Background: an optimization exercise with open tools, aiming at small area, a short achievable clock period and few clock cycles per item. Do not read the settings as production practice.
In this exercise RTL edits were held to simulation tests only and were not proved equivalent to the original.
No activity file was given, so power comes from the tool's default toggle rates.

<file path="flow/constraint.sdc">
create_clock -name core_clock -period 6.0 [get_ports {clk}]
set_input_delay 1.2000 -clock core_clock [delete_from_list [all_inputs] [get_ports {clk}]]
set_output_delay 1.2000 -clock core_clock [all_outputs]
set_load 0.01 [all_outputs]
</file>
<file path="flow/standard.sh">
#!/bin/bash
# synth_recipe.tcl (not shown) runs the flow's synth.tcl, then flattens the netlist and writes it again
# the make line also repeats each setting of config.mk as NAME=value (left out here)
make -C /OpenROAD-flow-scripts/flow DESIGN_CONFIG=/design/flow/config.mk WORK_HOME=/design/flow/orfs CLKGATE_MAP_FILE= SYNTH_SCRIPT=/design/flow/synth_recipe.tcl "${@:-finish}"
</file>
<file path="flow/flow/run.sh">
#!/bin/bash
# The standard layout (standard.sh) with three changes to how the ports are
# laid out; nothing else in the flow changes:
#  - the port buffers that buffer_ports inserts are sky130_fd_sc_hd__buf_1 cells
#    (the resizer still sizes them afterwards) instead of the delay cell it picks;
#  - pins may sit on neighbouring routing tracks, so that they fit on a smaller die;
#  - the clock pin is placed at the middle of the left edge (flow/io_pre.tcl) and
#    the other pins keep clear of it.
# All tool output goes to standard_make.log and ORFS's own logs under orfs/logs.
set -euo pipefail
export BUFFER_PORTS_ARGS="-buffer_cell sky130_fd_sc_hd__buf_1"
export PRE_IO_PLACEMENT_TCL="$PWD/flow/io_pre.tcl"
# The clock pin sits at the middle of the left edge; keep other pins 6 um away.
half=$(awk '/^export DIE_AREA/ {print ($NF - $(NF-2)) / 2}' config.mk)
export PLACE_PINS_ARGS="-min_distance 1 -min_distance_in_tracks -exclude left:$(awk -v h="$half" 'BEGIN{print h-6 "-" h+6}')"
bash standard.sh finish > standard_make.log 2>&1
</file>
<file path="flow/design.v">
`default_nettype none
package cache_pkg;
  localparam int LINE_ADDR_LEN_DEF = 3;
  localparam int WORD_BYTES        = 4;
  typedef logic [1:0] state_t;
  localparam state_t IDLE  = 2'd0;
  localparam state_t BURST = 2'd1;
  localparam state_t DONE  = 2'd2;
  typedef logic [0:0] req_id_t;
  localparam req_id_t REQ_I = 1'b0;
  localparam req_id_t REQ_D = 1'b1;
endpackage
`default_nettype wire
`default_nettype none
module rr_arbiter2 (
  input  logic [1:0] req,
  input  cache_pkg::req_id_t last_grant,
  output logic       grant_valid,
  output cache_pkg::req_id_t grant_id
);
  always_comb begin
    grant_valid = |req;
    grant_id    = cache_pkg::REQ_I;
    if (req[cache_pkg::REQ_D] && req[cache_pkg::REQ_I]) begin
      grant_id = ~last_grant;
    end else if (req[cache_pkg::REQ_D]) begin
      grant_id = cache_pkg::REQ_D;
    end
  end
endmodule
`default_nettype wire
`default_nettype none
module cache_mem_arbiter #(
  parameter int LINE_ADDR_LEN = cache_pkg::LINE_ADDR_LEN_DEF,
  parameter int ADDR_W        = 32
) (
  input  logic                           clk,
  input  logic                           rst_n,
  input  logic                           i_req,
  input  logic                           i_we,
  input  logic [ADDR_W-1:0]              i_addr,
  input  logic [32*(1<<LINE_ADDR_LEN)-1:0] i_wline,
  output logic [32*(1<<LINE_ADDR_LEN)-1:0] i_rline,
  output logic                           i_done,
  input  logic                           d_req,
  input  logic                           d_we,
  input  logic [ADDR_W-1:0]              d_addr,
  input  logic [32*(1<<LINE_ADDR_LEN)-1:0] d_wline,
  output logic [32*(1<<LINE_ADDR_LEN)-1:0] d_rline,
  output logic                           d_done,
  output logic                           mem_req,
  output logic                           mem_we,
  output logic [ADDR_W-1:0]              mem_addr,
  output logic [31:0]                    mem_wdata,
  input  logic [31:0]                    mem_rdata,
  input  logic                           mem_ready,
  output logic [31:0]                    i_served_cnt,
  output logic [31:0]                    d_served_cnt
);
  localparam int                       LINE_WORDS = 1 << LINE_ADDR_LEN;
  localparam int                       WORD_SH    = $clog2(cache_pkg::WORD_BYTES);
  localparam int                       OFF_BITS   = LINE_ADDR_LEN + WORD_SH;
  localparam logic [LINE_ADDR_LEN-1:0] LAST_BEAT  = {LINE_ADDR_LEN{1'b1}};
  logic                      r_act;           
  logic                      r_idle;          
  cache_pkg::req_id_t        r_owner;         
  logic                      r_we;            
  logic                      r_rd;            
  logic [LINE_ADDR_LEN-1:0]  r_beat;          
  logic [LINE_WORDS-1:0]     r_slot;          
  logic [ADDR_W-1:OFF_BITS]  r_line;          
  logic [31:0]               r_wdata;         
  logic [LINE_WORDS-1:0]     r_i_sel, r_d_sel;    
  logic                      r_nxt_valid;
  cache_pkg::req_id_t        r_nxt_id;
  logic                      r_i_busy, r_d_busy;    
  logic                      r_i_fin, r_d_fin;      
  logic                      r_i_keep, r_d_keep;    
  logic                      r_i_done, r_d_done;
  logic [32*LINE_WORDS-1:0]  r_i_rline, r_d_rline;
  logic [31:0]               r_i_served_cnt, r_d_served_cnt;
  logic [32*(LINE_WORDS-1)-1:0] r_buf;
  logic [31:0]               r_word;
  logic                      w_at_last, w_last, w_free, w_gnt;
  logic                      w_gnt_valid;
  cache_pkg::req_id_t        w_gnt_id, w_owner_n;
  logic                      w_i_pend, w_d_pend;
  logic [31:0]               w_word, w_next_word;
  logic [LINE_WORDS-1:0]     w_i_sel, w_d_sel, w_slot_n;
  logic                      w_idle_n;
  assign w_at_last = ~r_idle & r_slot[LINE_WORDS-1];
  assign w_last    = w_at_last & mem_ready;
  assign w_free    = r_idle | w_last;
  assign w_gnt     = w_free & r_nxt_valid;
  assign w_owner_n = w_gnt ? r_nxt_id : r_owner;
  assign w_i_pend = i_req & ~r_i_busy & ~(w_gnt & (r_nxt_id == cache_pkg::REQ_I));
  assign w_d_pend = d_req & ~r_d_busy & ~(w_gnt & (r_nxt_id == cache_pkg::REQ_D));
  rr_arbiter2 u_rr (
    .req         ({w_d_pend, w_i_pend}),
    .last_grant  (w_owner_n),
    .grant_valid (w_gnt_valid),
    .grant_id    (w_gnt_id)
  );
  assign w_word = r_rd ? mem_rdata : r_wdata;
  assign w_idle_n = ~w_gnt & (r_idle | w_last);
  assign w_slot_n = w_gnt ? {{(LINE_WORDS-1){1'b0}}, 1'b1} :
                    ((~r_idle & mem_ready) ? {r_slot[LINE_WORDS-2:0], r_slot[LINE_WORDS-1]} : r_slot);
  always_comb begin
    for (int w = 0; w < LINE_WORDS; w++) begin
      if (w == 0) begin
        w_i_sel[w] = (w_idle_n | w_slot_n[LINE_WORDS-1]) & (w_gnt_id == cache_pkg::REQ_I);
        w_d_sel[w] = (w_idle_n | w_slot_n[LINE_WORDS-1]) & (w_gnt_id == cache_pkg::REQ_D);
      end else begin
        w_i_sel[w] = ~w_idle_n & w_slot_n[w-1] & (w_owner_n == cache_pkg::REQ_I);
        w_d_sel[w] = ~w_idle_n & w_slot_n[w-1] & (w_owner_n == cache_pkg::REQ_D);
      end
    end
    w_next_word = '0;
    for (int w = 0; w < LINE_WORDS; w++)
      w_next_word = w_next_word | ({32{r_i_sel[w]}} & i_wline[32*w +: 32])
                                | ({32{r_d_sel[w]}} & d_wline[32*w +: 32]);
  end
  always_ff @(posedge clk or negedge rst_n) begin
    if (!rst_n) begin
      r_act          <= 1'b0;
      r_idle         <= 1'b1;
      r_owner        <= cache_pkg::REQ_I;
      r_beat         <= '0;
      r_slot         <= '0;
      r_i_sel        <= '0;
      r_d_sel        <= '0;
      r_wdata        <= '0;
      r_nxt_valid    <= 1'b0;
      r_nxt_id       <= cache_pkg::REQ_I;
      r_i_busy       <= 1'b0;
      r_d_busy       <= 1'b0;
      r_i_fin        <= 1'b0;
      r_d_fin        <= 1'b0;
      r_i_keep       <= 1'b1;
      r_d_keep       <= 1'b1;
      r_i_done       <= 1'b0;
      r_d_done       <= 1'b0;
      r_i_rline      <= '0;
      r_d_rline      <= '0;
      r_i_served_cnt <= '0;
      r_d_served_cnt <= '0;
    end else begin
      r_act       <= w_gnt | (~r_idle & ~w_last);
      r_idle      <= w_idle_n;
      r_owner     <= w_owner_n;
      r_slot      <= w_slot_n;
      r_i_sel     <= w_i_sel;
      r_d_sel     <= w_d_sel;
      if (w_gnt)                      r_beat <= '0;
      else if (~r_idle & mem_ready)   r_beat <= r_beat + 1'b1;
      if (r_idle | mem_ready)
        r_wdata <= w_next_word;
      r_nxt_valid <= w_gnt_valid;
      r_nxt_id    <= w_gnt_id;
      r_i_busy    <= (r_i_busy & ~r_i_done) | (w_gnt & (r_nxt_id == cache_pkg::REQ_I));
      r_d_busy    <= (r_d_busy & ~r_d_done) | (w_gnt & (r_nxt_id == cache_pkg::REQ_D));
      r_i_fin     <= w_last & (r_owner == cache_pkg::REQ_I);
      r_d_fin     <= w_last & (r_owner == cache_pkg::REQ_D);
      r_i_keep    <= ~(w_last & (r_owner == cache_pkg::REQ_I));
      r_d_keep    <= ~(w_last & (r_owner == cache_pkg::REQ_D));
      r_i_done    <= r_i_fin;
      r_d_done    <= r_d_fin;
      r_i_rline   <= ({(32*LINE_WORDS){r_i_fin}}  & {r_word, r_buf}) |
                     ({(32*LINE_WORDS){r_i_keep}} & r_i_rline);
      r_d_rline   <= ({(32*LINE_WORDS){r_d_fin}}  & {r_word, r_buf}) |
                     ({(32*LINE_WORDS){r_d_keep}} & r_d_rline);
      r_i_served_cnt <= r_i_served_cnt + {31'd0, r_i_done};
      r_d_served_cnt <= r_d_served_cnt + {31'd0, r_d_done};
    end
  end
  always_ff @(posedge clk) begin
    r_we   <= (w_owner_n == cache_pkg::REQ_D) ? d_we : i_we;
    r_rd   <= (w_owner_n == cache_pkg::REQ_D) ? ~d_we : ~i_we;
    r_line <= (w_owner_n == cache_pkg::REQ_D) ? d_addr[ADDR_W-1:OFF_BITS] : i_addr[ADDR_W-1:OFF_BITS];
    r_word <= w_word;
    for (int w = 0; w < LINE_WORDS - 1; w++)
      if (mem_ready && r_slot[w]) r_buf[32*w +: 32] <= w_word;
  end
  assign mem_req      = r_act;
  assign mem_we       = r_we;
  assign mem_addr     = {r_line, r_beat, {WORD_SH{1'b0}}};
  assign mem_wdata    = r_wdata;
  assign i_done       = r_i_done;
  assign d_done       = r_d_done;
  assign i_rline      = r_i_rline;
  assign d_rline      = r_d_rline;
  assign i_served_cnt = r_i_served_cnt;
  assign d_served_cnt = r_d_served_cnt;
endmodule
`default_nettype wire
</file>
<file path="flow/flow/io_pre.tcl">
# Runs before place_pins (ORFS PRE_IO_PLACEMENT hook). Puts the clock pin at the
# middle of the left die edge on met3, on a met3 track; run.sh keeps the other
# pins a few um away from it, since the clock net is routed with wider spacing.
set block [ord::get_db_block]
set dbu [$block getDbUnitsPerMicron]
set die [$block getDieArea]
set mid [expr {([$die yMin] + [$die yMax]) / 2.0 / $dbu}]
set y [expr {0.34 + 0.68 * round(($mid - 0.34) / 0.68)}]
place_pin -pin_name clk -layer met3 -location [list 0.4 $y] -pin_size {0.8 0.3}
</file>
<file path="flow/config.mk">
export PLATFORM = sky130hd
export DESIGN_NAME = cache_mem_arbiter
export DESIGN_NICKNAME = cache_mem_arbiter
export VERILOG_FILES = /design/flow/design.v
export SDC_FILE = /design/flow/constraint.sdc
export NUM_CORES = 4
export LEC_CHECK = 0
export ABC_CLOCK_PERIOD_IN_PS = 2500
export CAP_MARGIN = 20
export CORE_AREA = 5 5 295 295
export CTS_CLUSTER_DIAMETER = 70
export CTS_CLUSTER_SIZE = 30
export DIE_AREA = 0 0 300 300
export SETUP_SLACK_MARGIN = 5
export SLEW_MARGIN = 20
export TNS_END_PERCENT = 0
</file>
==> impl_metrics.sql <==
INSERT INTO impl_metrics (metric_group, metric, value, unit) VALUES
('timing', 'slew_violations', '0', ''),
('floorplanning', 'ios', '1258', ''),
('pwr', 'power.switching_fraction', '37.3', '%'),
('synth', 'netlist_instances', '2327', ''),
('cts', 'clock_tree.buffer_depth', '3', ''),
('timing', 'setup-tns-final', '0', 'ns'),
('worst_setup_path', 'worstPathArrival', '3.13', 'ns'),
('drt', 'drtIter0Drc', '3593', ''),
('synth', 'synth-edff-count', '224', ''),
('drt', 'detail_route.first_pass.iterations', '6', ''),
('timing', 'min_period_over_period', '42.6', '%'),
('status', 'outcome', 'finished clean', ''),
('timing', 'fmax', '391', 'MHz'),
('cts', 'ctsHoldBuffers', '0', ''),
('timing', 'clock_skew', '0.0426', 'ns'),
('pwr', 'cellLeakagePower', '18.1', 'nW'),
('worst_setup_path', 'critical-path-top-delay-family', 'flip-flops', ''),
('synth', 'seq_area_frac_synth', '69.6', '%'),
('worst_setup_path', 'critical-path-max-stage-delay', '1.14', 'ns'),
('worst_setup_path', 'critical_path_class', 'reg2reg', ''),
('timing', 'finalCriticalPeriod', '2.56', 'ns'),
('floorplanning', 'core-area', '83600', 'um^2'),
('worst_setup_path', 'crit_path_top_delay_cell', 'sky130_fd_sc_hd__dfstp_4', ''),
('timing', 'hold_violations', '0', ''),
('global_routing', 'grt_pass1_vias', '28200', ''),
('worst_setup_path', 'crit_path_cell_trace', 'buf_12 -> a22o_1', ''),
('timing', 'rsz0062_at_grt', 'yes', ''),
('worst_setup_path', 'crit_path_max_fanout', '188', ''),
('cts', 'cts_made_buffers', '48', ''),
('worst_setup_path', 'critical_path.endpoint_type', 'flop', ''),
('worst_setup_path', 'worstSetupStartpointType', 'flop', ''),
('cts', 'cts_tree', 'yes', ''),
('synth', 'synth.area.top_cells', 'sky130_fd_sc_hd__dfrtp_1 (47%), sky130_fd_sc_hd__edfxtp_1 (19%), sky130_fd_sc_hd__a22o_1 (15%)', ''),
('synth', 'synthesis.area_per_instance', '14.9', 'um^2'),
('synth', 'mappedNetlistArea', '34700', 'um^2'),
('drt', 'drc_errors', '0', ''),
('cts', 'clock_tree.htree_level_count', '2', ''),
('pwr', 'power.sequential.fraction', '48.9', '%'),
('synth', 'synth_commonest_cells', 'sky130_fd_sc_hd__dfrtp_1 (645), sky130_fd_sc_hd__a22o_1 (608), sky130_fd_sc_hd__edfxtp_1 (224)', ''),
('layout', 'final_layout_size_suffix_gt1_share', '11.3', '%'),
('synth', 'yosys_register_bits', '933', ''),
('pwr', 'pwr_density_cell', '432', 'nW/um^2'),
('synth', 'ys_types', '49', ''),
('placed_design', 'io_buffer_count', '1246', ''),
('drt', 'route.detailed.vias_per_inst', '6.15', ''),
('timing', 'postLayoutSetupSlackWorst', '3.44', 'ns'),
('placed_design', 'place.detailed.instances', '4505', ''),
('timing', 'setup-violations-final', '0', ''),
('placed_design', 'place.detailed.hpwl', '126000', 'um'),
('synth', 'post-synth-top-area-cell', 'sky130_fd_sc_hd__dfrtp_1', ''),
('drt', 'post_drt_wl_per_cell', '36.9', 'um'),
('synth', 'yosys.cell_count.top_type', 'sky130_fd_sc_hd__dfrtp_1', ''),
('pwr', 'totalPowerFinal', '18.5', 'mW'),
('synth', 'yosys_warnings', '2', ''),
('pwr', 'power.net_switching', '6.91', 'mW'),
('drt', 'routed-via-count', '29000', ''),
('global_routing', 'global_route.overflow_total', '0', ''),
('floorplanning', 'die_area', '90000', 'um^2'),
('worst_setup_path', 'worstPathBufferInverterCount', '1', ''),
('layout', 'design.final.nets', '4117', ''),
('cts', 'clk_transition_reported_paths', '0.11', 'ns'),
('global_routing', 'first_pass_grt_wire_length', '236000', 'um'),
('placed_design', 'dpl_worst_slack', '3.08', 'ns'),
('global_routing', 'gr-usage-all-layers', '37.2', '%'),
('drt', 'detail_route.wirelength', '174000', 'um'),
('synth', 'synth_flop_cell', 'sky130_fd_sc_hd__dfrtp_1', ''),
('layout', 'area_growth_syn_to_layout', '23.6', '%'),
('floorplanning', 'core.rowCount', '106', ''),
('worst_setup_path', 'worst_ep_required_time', '6.57', 'ns'),
('synth', 'synth_top_area_share', '46.5', '%'),
('timing', 'timing_worst_slew_pin_value', '1.35', 'ns');
## worst register-to-register path: cells and delay by family, from the launching register on
kind,cells,cell delay (ns)
AO/OA/AOI/OAI,1,0.80
buffers and inverters,1,0.55
flip-flops,1,1.14
## cell usage in the layout (no fill, tap or decap), types with 48 or more instances in the layout
| cell type | instances |
|---|---|
| sky130_fd_sc_hd__buf_1 | 1106 |
| sky130_fd_sc_hd__dfrtp_1 | 609 |
| sky130_fd_sc_hd__a22o_1 | 608 |
| sky130_fd_sc_hd__edfxtp_1 | 224 |
| sky130_fd_sc_hd__buf_2 | 129 |
| sky130_fd_sc_hd__diode_2 | 107 |
| sky130_fd_sc_hd__a221oi_1 | 95 |
| sky130_fd_sc_hd__a22oi_1 | 64 |
| sky130_fd_sc_hd__nor2_1 | 62 |
| sky130_fd_sc_hd__dfxtp_1 | 59 |
| sky130_fd_sc_hd__mux2_2 | 50 |
| sky130_fd_sc_hd__buf_4 | 50 |
| sky130_fd_sc_hd__clkbuf_16 | 48 |
## metal layers
layer	track usage, %	vias to the layer above	share of wire (%)
li1	-	11600	-
met1	42.6	14700	35
met2	55.2	2041	44
met3	16.6	613	12
met4	26.6	32	9.1
met5	2.22	-	0.20
## sequential cells by signal, summed over array words and instances, names as in the netlist, 3 cells and up
signal / count
r_d_served_cnt: 32
r_slot: 8
r_d_sel: 8
r_buf: 224
r_word: 32
r_wdata: 32
r_i_rline: 256
r_line: 27
r_i_served_cnt: 32
r_d_rline: 256
r_beat: 3
r_i_sel: 8
## power by group through the flow
| stage | logic, mW | registers (mW) | clock network, mW |
|---|---|---|---|
| after floorplan | 2.10 | 9.17 | 0 |
| after global routing | 5.52 | 9.18 | 4.40 |
| after CTS | 5.25 | 9.02 | 4.17 |
| after global placement | 5.05 | 9.13 | 0 |
| final | 5.36 | 9.06 | 4.10 |
| after detailed placement | 5.10 | 9.12 | 0 |
## cells by family (layout without fill, tap and decap cells)
logic type                 count (synthesis)  in the layout  synth area share, %
adders and majority gates                  5              5                0.180
and+or+nand+nor                          239            239                 3.83
muxes                                     69             69                 2.21
buffers and inverters                    194           1402                 2.22
AOI/OAI and AO/OA                        826            826                 20.4
other                                      1            109               0.0108
DFF                                      933            933                 69.6
xor gates and xnor gates                  60             60                 1.51
## through the flow
stage                     cell area [um^2]  hold slack, ns
after global routing                 42800           0.490
after floorplan                      34800           0.406
after global placement               40500           0.456
after CTS                            42600           0.468
after detailed placement             40500           0.469
final                                42900           0.481
## repair_timing
item,4_1_cts,5_1_grt
buffers inserted,22,0
resized for setup,180,7
cloned,0,0
setup endpoints to repair,2445,2447
## layout make-up
cell class	count	area (um^2)
Clock buffer	57	1240
Fill cell	7480	40600
Clock inverter	32	507
Antenna cell	107	268
Inverter	11	41.3
Sequential cell	933	24200
Timing Repair Buffer	1302	5420
Tap cell	1080	1350
Multi-Input combinational cell	1201	9850
## path summary, 6_finish.rpt
kind | start | end | slack [ns] | cells past startpoint
worst max-delay path | r_d_keep$_DFF_PN1_ | r_d_rline[167]$_DFF_PN0_ | 3.44 | 2
worst min-delay path | r_word[29]$_DFF_P_ | r_d_rline[253]$_DFF_PN0_ | 0.48 | 1
worst max register to register | r_d_keep$_DFF_PN1_ | r_d_rline[167]$_DFF_PN0_ | 3.44 | 2
worst min register to register | r_word[29]$_DFF_P_ | r_d_rline[253]$_DFF_PN0_ | 0.48 | 1
max in group asynchronous | rst_n | r_d_rline[194]$_DFF_PN0_ | 3.98 | 2
min in group asynchronous | rst_n | r_d_served_cnt[11]$_DFF_PN0_ | 0.65 | 1
Testbench counts, summed over its fixed seeds: cycles 5,894, lines 640.

## afterwards: timing with drivers on the ports
The results above use ideal ports. As a check the final layout listed here was re-extracted and re-timed, cells and wires unchanged.
Step 1 sets driving cells, clkbuf_16 on the clock port and buf_2 on the other inputs (assumed; they add their load-dependent delay and slew).
Step 2 also shifts input and output timing later by t, the mid clock arrival at the registers, as if the neighbouring blocks saw the same clock.
Three values: ideal ports, drivers, drivers and shift; two values: the first two.
t, ns: 0.677
slack for setup (ns): 3.443 / 3.411 / 2.982
slew at the worst register clock pin (ns): 0.11 / 0.11
pins driven straight from the clock port: 1
After both steps this run still meets setup and hold. For this run, drivers alone change the setup slack by -0.032 ns; drivers and shift together by -0.461 ns.
